Background: an optimization exercise with open tools, aiming at small area, a short achievable clock period and few clock cycles per item. Do not read the settings as production practice. Only simulation tests tie the RTL to the original design; equivalence was not proved. Power is estimated from default activity; no workload was simulated.

## adc_window_frequency_monitor
module adc_window_frequency_monitor
#(
    parameter int WINDOW = WINDOW_DEF
) (
    input  logic                     i_clk,
    input  logic                     i_rst_n,
    input  logic                     i_sample_valid,
    output logic                     o_sample_ready,
    input  logic [SAMPLE_BITS-1:0]   i_sample,
    output logic                     o_result_valid,
    input  logic                     i_result_ready,
    output logic                     o_result_taken,
    output logic                     o_result_overload_seen,
    output logic [TICK_BITS-1:0]     o_result_overload_tick,
    output logic [SAMPLE_BITS-1:0]   o_result_window_max,
    output logic [SAMPLE_BITS-1:0]   o_result_window_min,
    output logic [HALF_BITS-1:0]     o_result_half_period,
    output logic [TICK_BITS-1:0]     o_result_tick_count,
    input  logic                     i_cfg_valid,
    output logic                     o_cfg_ready,
    input  logic [CFG_IDX_BITS-1:0]  i_cfg_index,
    input  logic [CFG_DATA_BITS-1:0] i_cfg_data
);
    logic [DEC_BITS-1:0]    r_dec;
    logic [SAMPLE_BITS-1:0] r_mid;
    logic [SAMPLE_BITS-1:0] r_margin;
    assign o_cfg_ready = 1'b1;
    logic [DEC_BITS-1:0]    dec_nx;
    logic [SAMPLE_BITS-1:0] mid_nx, margin_nx;
    logic [SAMPLE_BITS:0]   r_limit;
    always_comb begin
        dec_nx    = r_dec;
        mid_nx    = r_mid;
        margin_nx = r_margin;
        if (i_cfg_valid) begin
            unique case (i_cfg_index)
                CFG_DECIMATION: dec_nx    = i_cfg_data[DEC_BITS-1:0];
  ...
export LEC_CHECK = 0
export CAP_MARGIN = 20
export CORE_MARGIN = 2
export CORE_UTILIZATION = 70
export CTS_CLUSTER_DIAMETER = 70
export CTS_CLUSTER_SIZE = 25
export PLACE_DENSITY = 0.78
export SETUP_SLACK_MARGIN = 5
export SLEW_MARGIN = 20
create_clock -name core_clock -period 8.0 [get_ports {i_clk}]
run.sh (not shown) runs the stock make flow with config.mk's settings and CLKGATE_MAP_FILE= SYNTH_SCRIPT=/design/flow/synth_recipe.tcl, a recipe that flattens the netlist after the stock synthesis.
The baseline went through all stages and came out clean.
Testbench counts at the start, summed over its fixed seeds: cycles 4,656, items 4,608.
Next try:
- CORE_UTILIZATION: 70 -> 65
- PLACE_DENSITY: 0.78 -> 0.75
=> Core utilization decreases by 5.2 points; design area increases by 0.85%; wire length decreases by 1.5%.

## before
Another version of the RTL of adc_window_frequency_monitor (not shown whole).
Size in the first run: roughly 2100 flip-flops, roughly 140 I/O pins, ~0.080 sq mm of cells after synthesis.
## adc_window_frequency_monitor
module adc_window_frequency_monitor
#(
    parameter int WINDOW = WINDOW_DEF
) (
    input  logic                     i_clk,
    input  logic                     i_rst_n,
    input  logic                     i_sample_valid,
    output logic                     o_sample_ready,
    input  logic [SAMPLE_BITS-1:0]   i_sample,
    output logic                     o_result_valid,
    input  logic                     i_result_ready,
    output logic                     o_result_taken,
    output logic                     o_result_overload_seen,
    output logic [TICK_BITS-1:0]     o_result_overload_tick,
    output logic [SAMPLE_BITS-1:0]   o_result_window_max,
    output logic [SAMPLE_BITS-1:0]   o_result_window_min,
    output logic [HALF_BITS-1:0]     o_result_half_period,
    output logic [TICK_BITS-1:0]     o_result_tick_count,
    input  logic                     i_cfg_valid,
    output logic                     o_cfg_ready,
    input  logic [CFG_IDX_BITS-1:0]  i_cfg_index,
    input  logic [CFG_DATA_BITS-1:0] i_cfg_data
);
    logic [DEC_BITS-1:0]    r_dec;
    logic [SAMPLE_BITS-1:0] r_mid;
    logic [SAMPLE_BITS-1:0] r_margin;
    assign o_cfg_ready = 1'b1;
    logic [DEC_BITS-1:0]    dec_nx;
    logic [SAMPLE_BITS-1:0] mid_nx, margin_nx;
    logic [SAMPLE_BITS:0]   r_limit;
    always_comb begin
        dec_nx    = r_dec;
        mid_nx    = r_mid;
        margin_nx = r_margin;
        if (i_cfg_valid) begin
            unique case (i_cfg_index)
                CFG_DECIMATION: dec_nx    = i_cfg_data[DEC_BITS-1:0];
                CFG_MIDPOINT:   mid_nx    = i_cfg_data[SAMPLE_BITS-1:0];
                CFG_MARGIN:     margin_nx = i_cfg_data[SAMPLE_BITS-1:0];
                default: ;
            endcase
        end
    end
    always_ff @(posedge i_clk) begin
        if (!i_rst_n) begin
            r_dec    <= DECIMATION_RST;
            r_mid    <= MIDPOINT_RST;
  ...
Settings: LEC_CHECK=0, CAP_MARGIN=20, CORE_MARGIN=2, CORE_UTILIZATION=65, CTS_BUF_LIST=sky130_fd_sc_hd__clkbuf_8 sky130_fd_sc_hd__clkbuf_16, CTS_CLUSTER_DIAMETER=60, CTS_CLUSTER_SIZE=20, PLACE_DENSITY=0.75, SETUP_SLACK_MARGIN=5, SLEW_MARGIN=20; clock period 8.0 ns.
Looking at the reports, before completed the entire flow and the layout it produced met the timing, DRC and antenna checks.
Testbench counts of before, summed over its fixed seeds: cycles 4,656, items 4,608.
Input changes introduced in after (baseline for comparison: before):
diff --git a/flow/config.mk b/flow/config.mk
--- a/flow/config.mk
+++ b/flow/config.mk
@@ -10,5 +10,4 @@
 export CORE_UTILIZATION = 65
-export CTS_BUF_LIST = sky130_fd_sc_hd__clkbuf_8 sky130_fd_sc_hd__clkbuf_16
-export CTS_CLUSTER_DIAMETER = 60
-export CTS_CLUSTER_SIZE = 20
+export CTS_CLUSTER_DIAMETER = 70
+export CTS_CLUSTER_SIZE = 25
 export PLACE_DENSITY = 0.75
Results
Comparing after and before, largest driver fanout on the critical path is lower on after. Delta (after minus before): clock group share of total power went down 3.0 points; design area went down 830 sq um. Cmp after and before / relative contribution of combinational cells to total power / higher: after. On register-to-register slack, after and before are basically level. From before to after the numbers moved as follows: logic depth of the worst register-to-register path decreased by 1 relative to the old numbers; routed metal-1 wirelength fell about 1.8%; post-layout minimum cycle time went down by 37 ps.

## job 103
Another version of the RTL of adc_window_frequency_monitor (not shown whole).
Size in the first run: about 4600 cells after synthesis, ~2200 flip-flops, about 140 I/O pins, roughly 78000 um2 of cells after synthesis.
## adc_window_frequency_monitor
module adc_window_frequency_monitor
#(
    parameter int WINDOW = WINDOW_DEF
) (
    input  logic                     i_clk,
    input  logic                     i_rst_n,
    input  logic                     i_sample_valid,
    output logic                     o_sample_ready,
    input  logic [SAMPLE_BITS-1:0]   i_sample,
    output logic                     o_result_valid,
    input  logic                     i_result_ready,
    output logic                     o_result_taken,
    output logic                     o_result_overload_seen,
    output logic [TICK_BITS-1:0]     o_result_overload_tick,
    output logic [SAMPLE_BITS-1:0]   o_result_window_max,
    output logic [SAMPLE_BITS-1:0]   o_result_window_min,
    output logic [HALF_BITS-1:0]     o_result_half_period,
    output logic [TICK_BITS-1:0]     o_result_tick_count,
    input  logic                     i_cfg_valid,
    output logic                     o_cfg_ready,
    input  logic [CFG_IDX_BITS-1:0]  i_cfg_index,
    input  logic [CFG_DATA_BITS-1:0] i_cfg_data
);
Settings: LEC_CHECK=0, CAP_MARGIN=10, CORE_MARGIN=2, CORE_UTILIZATION=65, CTS_CLUSTER_DIAMETER=70, CTS_CLUSTER_SIZE=25, PLACE_DENSITY=0.75, SETUP_SLACK_MARGIN=5, SLEW_MARGIN=10; clock period 8.0 ns.
Testbench counts of job 103, summed over its fixed seeds: cycles 4,664, items 4,608.
--- input diff job 103..job 101 ---
- swapping 10 for 20 in CAP_MARGIN
- swapping 10 for 20 in SLEW_MARGIN
### Flow results
Lower critical path depth goes to job 101 over job 103. As far as number of fill cells is concerned, job 101 and job 103 perform about the same. Summary of job 101 over job 103: total global-route track usage barely changed; final period demand of the worst path dropped 56 ps; share of cell area taken by flip-flops and latches barely changed; post-synthesis cell count barely changed.

-- afterwards: timing with drivers on the ports --
The flow's constraints put no driver on any port. The routed layouts listed below were extracted and timed again, unchanged, in two steps. Step 1, drivers: a clkbuf_16 drives i_clk and a buf_2 each remaining input, both assumed. Step 2 also shifts input and output timing later by t, the mid clock arrival at the registers, as if the neighbouring blocks saw the same clock. Slacks: no drivers / after step 1 / after step 2; pairs: no drivers / after step 1.
run	t (ns)	setup WS [ns]	hold slack, ns	worst setup path after step 2
the first run of note 1	0.809	4.538 / 4.538 / 4.262	0.411 / 0.411 / 0.411	input to register
the second run of note 1	0.819	4.973 / 4.933 / 4.218	0.403 / 0.403 / 0.403	input to register
before	0.861	5.002 / 4.951 / 4.193	0.406 / 0.406 / 0.406	input to register
after	0.819	5.039 / 4.964 / 4.291	0.408 / 0.408 / 0.408	input to register
job 103	0.805	4.988 / 4.978 / 4.229	0.311 / 0.311 / 0.311	input to register
job 101	0.810	5.044 / 4.960 / 4.325	0.324 / 0.324 / 0.324	input to register
After both steps every run listed still meets setup and hold. The setup slack of before, which loses most, moves by -0.051 ns with the drivers and by -0.809 ns with both steps.
